Context: an optimization exercise on an open-source flow, tuned for small area, a short achievable clock period and few clock cycles per item. The choices shown serve that exercise and are no tape-out recipe. Function was checked by simulation only, so behaviour that the tests miss may differ from the original. Power and IR drop assume default switching activity.

== run 5 ==
==> module sorted_priority_queue, before the edit <==
module sorted_priority_queue (
  input  logic                                clk_i,
  input  logic                                rst_ni,
  input  logic                                start,
  output logic                                busy,
  input  logic [spq_pkg::CMD_W-1:0]           cmd_i,
  input  logic [spq_pkg::PAYLOAD_W-1:0]       payload_i,
  input  logic signed [spq_pkg::PRIO_IN_W-1:0] priority_req_i,
  output logic                                done_o,
  output logic [spq_pkg::DOUT_W-1:0]          data_out_o,
  output logic [spq_pkg::COUNT_W-1:0]         count_o,
  output logic [spq_pkg::STATUS_W-1:0]        status_o
);
  localparam int unsigned Depth = spq_pkg::DEPTH;
  localparam int unsigned CntW  = spq_pkg::CNT_W;
  localparam int unsigned IdxW  = $clog2(Depth);
  logic                           accept;
  logic                           full, empty;
  logic                           ins1, rem1, rd1;
  spq_pkg::entry_t                new_entry;
  logic [spq_pkg::DATA_WIDTH-1:0] slot_pay [Depth];
  logic [Depth-1:0]               slot_le;
  logic [Depth-1:0]               slot_we;
  logic [CntW-1:0]                count_q, count_d;
  logic                           full_q, empty_q;
  logic [spq_pkg::STATUS_W-1:0]   status_d;
  logic                           done2_q;
  logic                           ins2_q, rem2_q, rd2_q;
  logic                           wr_next_q, wr_last_q;
  logic [Depth-1:0]               le_q;
  logic [spq_pkg::STATUS_W-1:0]   status2_q;
  logic [IdxW-1:0]                order_q [Depth];
  logic [IdxW-1:0]                order_d [Depth];
  logic [Depth-1:0]               ahead;
  logic [Depth-1:0]               front_q, front_d;
  logic [Depth-1:0]               last_dec, second_dec;
  logic [spq_pkg::DATA_WIDTH-1:0] front_pay;
  logic                           done_q;
  logic [spq_pkg::DOUT_W-1:0]     data_q;
  logic [spq_pkg::STATUS_W-1:0]   status_q;
  logic [CntW-1:0]                count_out_q;
  assign busy   = 1'b0;
  assign accept = start && !busy;
  assign full   = full_q;
  assign empty  = empty_q;
  assign new_entry.payload = spq_pkg::DATA_WIDTH'(payload_i);
  assign new_entry.prio    = spq_pkg::PRIO_WIDTH'(priority_req_i);
  always_comb begin
    ins1     = 1'b0;
    rem1     = 1'b0;
    rd1      = 1'b0;
    count_d  = count_q;
    status_d = spq_pkg::ST_OK;
    if (accept) begin
      unique case (cmd_i)
        spq_pkg::CMD_INSERT: begin
          if (full) begin
            status_d = spq_pkg::ST_FULL;
          end else begin
            ins1    = 1'b1;
            count_d = count_q + 1'b1;
          end
        end
        spq_pkg::CMD_REMOVE, spq_pkg::CMD_PEEK: begin
          if (empty) begin
            status_d = spq_pkg::ST_EMPTY;
          end else begin
            rd1 = 1'b1;
            if (cmd_i == spq_pkg::CMD_REMOVE) begin
              rem1    = 1'b1;
              count_d = count_q - 1'b1;
            end
          end
        end
        default: begin
        end
      endcase
    end
  end
  for (genvar j = 0; j < Depth; j++) begin : g_slot
    logic at_last, at_next, at_front;
    assign at_last  = (order_q[Depth-1] == IdxW'(j));
    assign at_next  = (order_q[Depth-2] == IdxW'(j));
    assign at_front = front_q[j];
    assign slot_we[j] = (wr_next_q && at_next) || (rem2_q && at_front) ||
                        (wr_last_q && at_last);
    spq_cell u_cell (
      .clk_i       (clk_i),
      .we_i        (slot_we[j]),
      .new_entry_i (new_entry),
      .payload_o   (slot_pay[j]),
      .le_o        (slot_le[j])
    );
  end
  always_ff @(posedge clk_i or negedge rst_ni) begin
    if (!rst_ni) begin
      count_q  <= '0;
      full_q   <= 1'b0;
      empty_q  <= 1'b1;
    end else begin
      count_q  <= count_d;
      full_q   <= (count_d == CntW'(Depth));
      empty_q  <= (count_d == '0);
    end
  end
  always_ff @(posedge clk_i) begin
    if (!rst_ni) begin
      done2_q   <= 1'b0;
      ins2_q    <= 1'b0;
      rem2_q    <= 1'b0;
      rd2_q     <= 1'b0;
      wr_next_q <= 1'b0;
      wr_last_q <= 1'b1;
    end else begin
      done2_q   <= accept;
      ins2_q    <= ins1;
      rem2_q    <= rem1;
      rd2_q     <= rd1;
      wr_next_q <= ins1 && (count_d != CntW'(Depth));
      wr_last_q <= !ins1 && !rem1 && (count_d != CntW'(Depth));
    end
  end
  always_ff @(posedge clk_i) begin
    le_q      <= slot_le;
    status2_q <= status_d;
  end
  for (genvar i = 0; i < Depth; i++) begin : g_pos
    if (i == 0) begin : g_front
      assign ahead[i] = |(le_q & front_q) && (count_out_q != '0);
    end else begin : g_other
      assign ahead[i] = le_q[order_q[i]] && (count_out_q > CntW'(i));
    end
    logic prev_ahead;
    if (i == 0) begin : g_first
      assign prev_ahead = 1'b1;
    end else begin : g_rest
      assign prev_ahead = ahead[i-1];
    end
    always_comb begin
      order_d[i] = order_q[i];
      if (ins2_q) begin
        if (!ahead[i]) begin
          if (prev_ahead) begin
            order_d[i] = order_q[Depth-1];
          end else begin
            order_d[i] = order_q[(i+Depth-1) % Depth];
          end
        end
      end else if (rem2_q) begin
        order_d[i] = order_q[(i+1) % Depth];
      end
    end
    always_ff @(posedge clk_i) begin
      if (!rst_ni) begin
        order_q[i] <= IdxW'(i);
      end else begin
        order_q[i] <= order_d[i];
      end
    end
  end
  for (genvar j = 0; j < Depth; j++) begin : g_dec
    assign last_dec[j]   = (order_q[Depth-1] == IdxW'(j));
    assign second_dec[j] = (order_q[1] == IdxW'(j));
  end
  always_comb begin
    front_d = front_q;
    if (ins2_q) begin
      if (!ahead[0]) front_d = last_dec;
    end else if (rem2_q) begin
      front_d = second_dec;
    end
  end
  always_ff @(posedge clk_i) begin
    if (!rst_ni) begin
      front_q <= Depth'(1);
    end else begin
      front_q <= front_d;
    end
  end
  always_comb begin
    front_pay = '0;
    for (int j = 0; j < Depth; j++) begin
      front_pay = front_pay | (slot_pay[j] & {spq_pkg::DATA_WIDTH{front_q[j]}});
    end
  end
  always_ff @(posedge clk_i or negedge rst_ni) begin
    if (!rst_ni) begin
      done_q <= 1'b0;
    end else begin
      done_q <= done2_q;
    end
  end
  always_ff @(posedge clk_i) begin
    data_q      <= rd2_q ? spq_pkg::DOUT_W'(front_pay) : '0;
    status_q    <= status2_q;
    count_out_q <= count_q;
  end
  assign done_o     = done_q;
  assign data_out_o = data_q;
  assign status_o   = status_q;
  assign count_o    = spq_pkg::COUNT_W'(count_out_q);
endmodule
export LEC_CHECK = 0
export ABC_AREA = 1
export CAP_MARGIN = 20
export CORE_MARGIN = 2
export CORE_UTILIZATION = 40
export CTS_CLUSTER_DIAMETER = 80
export CTS_CLUSTER_SIZE = 25
export SETUP_SLACK_MARGIN = 2.9
export SLEW_MARGIN = 20
export TNS_END_PERCENT = 25
create_clock -name core_clock -period 5.0 [get_ports {clk_i}]
standard.sh (not shown) runs the stock make flow with config.mk's settings and CLKGATE_MAP_FILE= SYNTH_SCRIPT=/design/flow/synth_recipe.tcl, a recipe that flattens the netlist after the stock synthesis.
==> flow/flow/run.sh <==
#!/bin/bash
# Layout flow: the standard flow (standard synthesis unchanged), with the
# port buffers made of plain buf_4 cells instead of the delay cells that
# buffer_ports picks by default. Every input and output port still gets its
# buffer; nothing else changes.
set -uo pipefail
export BUFFER_PORTS_ARGS="-buffer_cell sky130_fd_sc_hd__buf_4"
bash standard.sh finish > standard_flow.log 2>&1
status=$?
tail -n 20 standard_flow.log
exit $status
Looking at the reports, run 5 completed the entire flow and the layout it produced met the timing, design-rule and antenna checks.
Testbench counts of run 5, summed over its fixed seeds: cycles 16,008, items 16,000.
> inputs changed (run 5 -> run 3)
--- a/flow/design.v
+++ b/flow/design.v
@@ -88,7 +88,6 @@
   logic [spq_pkg::STATUS_W-1:0]   status_d;
   logic                           done2_q;
   logic                           ins2_q, rem2_q, rd2_q;
-  logic                           wr_next_q, wr_last_q;
   logic [Depth-1:0]               le_q;
   logic [spq_pkg::STATUS_W-1:0]   status2_q;
   logic [IdxW-1:0]                order_q [Depth];
@@ -144,8 +143,8 @@
     assign at_last  = (order_q[Depth-1] == IdxW'(j));
     assign at_next  = (order_q[Depth-2] == IdxW'(j));
     assign at_front = front_q[j];
-    assign slot_we[j] = (wr_next_q && at_next) || (rem2_q && at_front) ||
-                        (wr_last_q && at_last);
+    assign slot_we[j] = !full && ((ins2_q && at_next) || (rem2_q && at_front) ||
+                                  (!ins2_q && !rem2_q && at_last));
     spq_cell u_cell (
       .clk_i       (clk_i),
       .we_i        (slot_we[j]),
@@ -159,27 +158,18 @@
       count_q  <= '0;
       full_q   <= 1'b0;
       empty_q  <= 1'b1;
+      done2_q  <= 1'b0;
+      ins2_q   <= 1'b0;
+      rem2_q   <= 1'b0;
+      rd2_q    <= 1'b0;
     end else begin
       count_q  <= count_d;
       full_q   <= (count_d == CntW'(Depth));
       empty_q  <= (count_d == '0);
-    end
-  end
-  always_ff @(posedge clk_i) begin
-    if (!rst_ni) begin
-      done2_q   <= 1'b0;
-      ins2_q    <= 1'b0;
-      rem2_q    <= 1'b0;
-      rd2_q     <= 1'b0;
-      wr_next_q <= 1'b0;
-      wr_last_q <= 1'b1;
-    end else begin
-      done2_q   <= accept;
-      ins2_q    <= ins1;
-      rem2_q    <= rem1;
-      rd2_q     <= rd1;
-      wr_next_q <= ins1 && (count_d != CntW'(Depth));
-      wr_last_q <= !ins1 && !rem1 && (count_d != CntW'(Depth));
+      done2_q  <= accept;
+      ins2_q   <= ins1;
+      rem2_q   <= rem1;
+      rd2_q    <= rd1;
     end
   end
   always_ff @(posedge clk_i) begin
## What came out
The final layout from run 3, which completed every stage, passed the timing, design-rule and antenna checks at the end of the flow.
The run showing the greater length of routed met2 wiring is run 3.
Comparing run 5 and run 3, the lower die area is on run 3.
Run 5 vs run 3, worst setup path startpoint: order_q[14][1] vs count_out_q[1]
Relative slew slack deteriorates in run 3 relative to run 5.
From run 5 to run 3 the numbers moved as follows: core utilization increased by 1.4 points relative to the old numbers; global-route usage over all layers increased by 0.24 points relative to the old numbers; peak ir drop on the vdd network increased by 2.2% relative to the old numbers; placement row count decreased by 1 relative to the old numbers.
The run showing the smaller total area of multi-input combinational cells is run 3.
Going from run 5 to run 3, the number of instances resized during post-cts repair was found to have gone down by about 18%.
Side by side, via count turned out higher in run 3 than in run 5.
Testbench counts of run 3, summed over its fixed seeds: cycles 16,008, items 16,000.

========
The RTL this note starts from:
==> flow/design.v <==
package spq_pkg;
  localparam int unsigned DEPTH      = 16;
  localparam int unsigned DATA_WIDTH = 32;
  localparam int unsigned PRIO_WIDTH = 16;
  localparam int unsigned CNT_W      = $clog2(DEPTH + 1);
  localparam int unsigned CMD_W      = 2;
  localparam int unsigned PAYLOAD_W  = 32;
  localparam int unsigned PRIO_IN_W  = 16;
  localparam int unsigned DOUT_W     = 32;
  localparam int unsigned COUNT_W    = 5;
  localparam int unsigned STATUS_W   = 2;
  localparam logic [CMD_W-1:0] CMD_INSERT = 2'd0;
  localparam logic [CMD_W-1:0] CMD_REMOVE = 2'd1;
  localparam logic [CMD_W-1:0] CMD_PEEK   = 2'd2;
  localparam logic [STATUS_W-1:0] ST_OK    = 2'd0;
  localparam logic [STATUS_W-1:0] ST_FULL  = 2'd1;
  localparam logic [STATUS_W-1:0] ST_EMPTY = 2'd2;
  typedef struct packed {
    logic        [DATA_WIDTH-1:0] payload;
    logic signed [PRIO_WIDTH-1:0] prio;
  } entry_t;
  typedef struct packed {
    logic insert;
    logic remove;
  } cell_ctrl_t;
endpackage
module spq_cell (
  input  logic                clk_i,
  input  logic                we_i,
  input  spq_pkg::entry_t     new_entry_i,
  output logic [spq_pkg::DATA_WIDTH-1:0] payload_o,
  output logic                le_o
);
  localparam int unsigned W = spq_pkg::PRIO_WIDTH;
  spq_pkg::entry_t entry_q;
  logic [W-1:0]    a, b;
  assign a = {~entry_q.prio[W-1], entry_q.prio[W-2:0]};
  assign b = {~new_entry_i.prio[W-1], new_entry_i.prio[W-2:0]};
  logic [W-1:0]   g0, p0;
  logic [W/2-1:0] g1, p1;
  logic [W/4-1:0] g2, p2;
  logic [W/8-1:0] g3, p3;
  assign g0 = b & ~a;
  assign p0 = b | ~a;
  for (genvar k = 0; k < W/2; k++) begin : g_l1
    assign g1[k] = g0[2*k+1] | (p0[2*k+1] & g0[2*k]);
    assign p1[k] = g0[2*k+1] | (p0[2*k+1] & p0[2*k]);
  end
  for (genvar k = 0; k < W/4; k++) begin : g_l2
    assign g2[k] = g1[2*k+1] | (p1[2*k+1] & g1[2*k]);
    assign p2[k] = g1[2*k+1] | (p1[2*k+1] & p1[2*k]);
  end
  for (genvar k = 0; k < W/8; k++) begin : g_l3
    assign g3[k] = g2[2*k+1] | (p2[2*k+1] & g2[2*k]);
    assign p3[k] = g2[2*k+1] | (p2[2*k+1] & p2[2*k]);
  end
  assign le_o = g3[1] | (p3[1] & p3[0]);
  always_ff @(posedge clk_i) begin
    if (we_i) entry_q <= new_entry_i;
  end
  assign payload_o = entry_q.payload;
endmodule
module sorted_priority_queue (
  input  logic                                clk_i,
  input  logic                                rst_ni,
  input  logic                                start,
  output logic                                busy,
  input  logic [spq_pkg::CMD_W-1:0]           cmd_i,
  input  logic [spq_pkg::PAYLOAD_W-1:0]       payload_i,
  input  logic signed [spq_pkg::PRIO_IN_W-1:0] priority_req_i,
  output logic                                done_o,
  output logic [spq_pkg::DOUT_W-1:0]          data_out_o,
  output logic [spq_pkg::COUNT_W-1:0]         count_o,
  output logic [spq_pkg::STATUS_W-1:0]        status_o
);
  localparam int unsigned Depth = spq_pkg::DEPTH;
  localparam int unsigned CntW  = spq_pkg::CNT_W;
  localparam int unsigned IdxW  = $clog2(Depth);
  logic                           accept;
  logic                           full, empty;
  logic                           ins1, rem1, rd1;
  spq_pkg::entry_t                new_entry;
  logic [spq_pkg::DATA_WIDTH-1:0] slot_pay [Depth];
  logic [Depth-1:0]               slot_le;
  logic [Depth-1:0]               slot_we;
  logic [CntW-1:0]                count_q, count_d;
  logic                           full_q, empty_q;
  logic [spq_pkg::STATUS_W-1:0]   status_d;
  logic                           done2_q;
  logic                           ins2_q, rem2_q, rd2_q;
  logic                           wr_next_q, wr_last_q;
  logic [Depth-1:0]               le_q;
  logic [spq_pkg::STATUS_W-1:0]   status2_q;
  logic [IdxW-1:0]                order_q [Depth];
  logic [IdxW-1:0]                order_d [Depth];
  logic [Depth-1:0]               ahead;
  logic [Depth-1:0]               front_q, front_d;
  logic [Depth-1:0]               last_dec, second_dec;
  logic [spq_pkg::DATA_WIDTH-1:0] front_pay;
  logic                           done_q;
  logic [spq_pkg::DOUT_W-1:0]     data_q;
  logic [spq_pkg::STATUS_W-1:0]   status_q;
  logic [CntW-1:0]                count_out_q;
  assign busy   = 1'b0;
  assign accept = start && !busy;
  assign full   = full_q;
  assign empty  = empty_q;
  assign new_entry.payload = spq_pkg::DATA_WIDTH'(payload_i);
  assign new_entry.prio    = spq_pkg::PRIO_WIDTH'(priority_req_i);
  always_comb begin
    ins1     = 1'b0;
    rem1     = 1'b0;
    rd1      = 1'b0;
    count_d  = count_q;
    status_d = spq_pkg::ST_OK;
    if (accept) begin
      unique case (cmd_i)
        spq_pkg::CMD_INSERT: begin
          if (full) begin
            status_d = spq_pkg::ST_FULL;
          end else begin
            ins1    = 1'b1;
            count_d = count_q + 1'b1;
          end
        end
        spq_pkg::CMD_REMOVE, spq_pkg::CMD_PEEK: begin
          if (empty) begin
            status_d = spq_pkg::ST_EMPTY;
          end else begin
            rd1 = 1'b1;
            if (cmd_i == spq_pkg::CMD_REMOVE) begin
              rem1    = 1'b1;
              count_d = count_q - 1'b1;
            end
          end
        end
        default: begin
        end
      endcase
    end
  end
  for (genvar j = 0; j < Depth; j++) begin : g_slot
    logic at_last, at_next, at_front;
    assign at_last  = (order_q[Depth-1] == IdxW'(j));
    assign at_next  = (order_q[Depth-2] == IdxW'(j));
    assign at_front = front_q[j];
    assign slot_we[j] = (wr_next_q && at_next) || (rem2_q && at_front) ||
                        (wr_last_q && at_last);
    spq_cell u_cell (
      .clk_i       (clk_i),
      .we_i        (slot_we[j]),
      .new_entry_i (new_entry),
      .payload_o   (slot_pay[j]),
      .le_o        (slot_le[j])
    );
  end
  always_ff @(posedge clk_i or negedge rst_ni) begin
    if (!rst_ni) begin
      count_q  <= '0;
      full_q   <= 1'b0;
      empty_q  <= 1'b1;
    end else begin
      count_q  <= count_d;
      full_q   <= (count_d == CntW'(Depth));
      empty_q  <= (count_d == '0);
    end
  end
  always_ff @(posedge clk_i) begin
    if (!rst_ni) begin
      done2_q   <= 1'b0;
      ins2_q    <= 1'b0;
      rem2_q    <= 1'b0;
      rd2_q     <= 1'b0;
      wr_next_q <= 1'b0;
      wr_last_q <= 1'b1;
    end else begin
      done2_q   <= accept;
      ins2_q    <= ins1;
      rem2_q    <= rem1;
      rd2_q     <= rd1;
      wr_next_q <= ins1 && (count_d != CntW'(Depth));
      wr_last_q <= !ins1 && !rem1 && (count_d != CntW'(Depth));
    end
  end
  always_ff @(posedge clk_i) begin
    le_q      <= slot_le;
    status2_q <= status_d;
  end
  for (genvar i = 0; i < Depth; i++) begin : g_pos
    if (i == 0) begin : g_front
      assign ahead[i] = |(le_q & front_q) && (count_out_q != '0);
    end else begin : g_other
      assign ahead[i] = le_q[order_q[i]] && (count_out_q > CntW'(i));
    end
    logic prev_ahead;
    if (i == 0) begin : g_first
      assign prev_ahead = 1'b1;
    end else begin : g_rest
      assign prev_ahead = ahead[i-1];
    end
    always_comb begin
      order_d[i] = order_q[i];
      if (ins2_q) begin
        if (!ahead[i]) begin
          if (prev_ahead) begin
            order_d[i] = order_q[Depth-1];
          end else begin
            order_d[i] = order_q[(i+Depth-1) % Depth];
          end
        end
      end else if (rem2_q) begin
        order_d[i] = order_q[(i+1) % Depth];
      end
    end
    always_ff @(posedge clk_i) begin
      if (!rst_ni) begin
        order_q[i] <= IdxW'(i);
      end else begin
        order_q[i] <= order_d[i];
      end
    end
  end
  for (genvar j = 0; j < Depth; j++) begin : g_dec
    assign last_dec[j]   = (order_q[Depth-1] == IdxW'(j));
    assign second_dec[j] = (order_q[1] == IdxW'(j));
  end
  always_comb begin
    front_d = front_q;
    if (ins2_q) begin
      if (!ahead[0]) front_d = last_dec;
    end else if (rem2_q) begin
      front_d = second_dec;
    end
  end
  always_ff @(posedge clk_i) begin
    if (!rst_ni) begin
      front_q <= Depth'(1);
    end else begin
      front_q <= front_d;
    end
  end
  always_comb begin
    front_pay = '0;
    for (int j = 0; j < Depth; j++) begin
      front_pay = front_pay | (slot_pay[j] & {spq_pkg::DATA_WIDTH{front_q[j]}});
    end
  end
  always_ff @(posedge clk_i or negedge rst_ni) begin
    if (!rst_ni) begin
      done_q <= 1'b0;
    end else begin
      done_q <= done2_q;
    end
  end
  always_ff @(posedge clk_i) begin
    data_q      <= rd2_q ? spq_pkg::DOUT_W'(front_pay) : '0;
    status_q    <= status2_q;
    count_out_q <= count_q;
  end
  assign done_o     = done_q;
  assign data_out_o = data_q;
  assign status_o   = status_q;
  assign count_o    = spq_pkg::COUNT_W'(count_out_q);
endmodule
clock: 5.0 ns
lec_check: 0
abc_area: 1
cap_margin: 20
core_margin: 2
core_utilization: 55
cts_cluster_diameter: 80
cts_cluster_size: 25
place_density: 0.65
setup_slack_margin: 3.0
slew_margin: 20
tns_end_percent: 25
Scripts as last shown in full above: flow/flow/run.sh
The baseline completed without violations.
Testbench counts at the start, summed over its fixed seeds: cycles 16,008, items 16,000.
Then changed:
--- a/flow/design.v
+++ b/flow/design.v
@@ -89,5 +89,4 @@
   logic                           done2_q;
   logic                           ins2_q, rem2_q, rd2_q;
-  logic                           wr_next_q, wr_last_q;
   logic [Depth-1:0]               le_q;
   logic [spq_pkg::STATUS_W-1:0]   status2_q;
@@ -145,6 +144,6 @@
     assign at_next  = (order_q[Depth-2] == IdxW'(j));
     assign at_front = front_q[j];
-    assign slot_we[j] = (wr_next_q && at_next) || (rem2_q && at_front) ||
-                        (wr_last_q && at_last);
+    assign slot_we[j] = !full && ((ins2_q && at_next) || (rem2_q && at_front) ||
+                                  (!ins2_q && !rem2_q && at_last));
     spq_cell u_cell (
       .clk_i       (clk_i),
@@ -160,25 +159,16 @@
       full_q   <= 1'b0;
       empty_q  <= 1'b1;
+      done2_q  <= 1'b0;
+      ins2_q   <= 1'b0;
+      rem2_q   <= 1'b0;
+      rd2_q    <= 1'b0;
     end else begin
       count_q  <= count_d;
       full_q   <= (count_d == CntW'(Depth));
       empty_q  <= (count_d == '0);
-    end
-  end
-  always_ff @(posedge clk_i) begin
-    if (!rst_ni) begin
-      done2_q   <= 1'b0;
-      ins2_q    <= 1'b0;
-      rem2_q    <= 1'b0;
-      rd2_q     <= 1'b0;
-      wr_next_q <= 1'b0;
-      wr_last_q <= 1'b1;
-    end else begin
-      done2_q   <= accept;
-      ins2_q    <= ins1;
-      rem2_q    <= rem1;
-      rd2_q     <= rd1;
-      wr_next_q <= ins1 && (count_d != CntW'(Depth));
-      wr_last_q <= !ins1 && !rem1 && (count_d != CntW'(Depth));
+      done2_q  <= accept;
+      ins2_q   <= ins1;
+      rem2_q   <= rem1;
+      rd2_q    <= rd1;
     end
   end
Result: Sequential power went up by a few percent; core utilization went up by 0.91 points; worst hold slack gets better by 31 ps; total power went up by a little under a tenth; register-to-register slack gets better by 50 ps; setup slack gets better by 41 ps; cell area went up slightly; wire length went down slightly; critical path depth is unchanged; cell count went up slightly; global-route usage went down by 0.65 points; synthesized cell count went down slightly.
Testbench counts after the change, summed over its fixed seeds: cycles 16,008, items 16,000.

-- afterwards: timing with drivers on the ports --
In the flow no input, the clock included, has a driving cell. The finished layouts below were timed again as built, in two steps.
Step 1 assumes that a clkbuf_16 drives the clock port and a buf_2 every other input.
Step 2 moves the port delays by t, midway between the first and last clock arrival at a register: inputs arrive t later, outputs are due t later. That takes back most of the time a late clock gives input paths.
Three values: ideal, step 1, step 2; two values: the first two.
run | t (ns) | setup slack, ns | clock arrival spread, ns
run 5 | 0.735 | 2.753 / 2.696 / 2.254 | 0.058 / 0.058
run 3 | 0.740 | 2.792 / 2.718 / 2.281 | 0.053 / 0.053
the first run of note 2 | 0.723 | 2.800 / 2.729 / 2.388 | 0.062 / 0.062
the second run of note 2 | 0.709 | 2.841 / 2.771 / 2.398 | 0.051 / 0.051
After both steps every run listed still meets setup and hold. For run 3, which loses most, drivers alone change the setup slack by -0.074 ns; drivers and shift together by -0.511 ns.
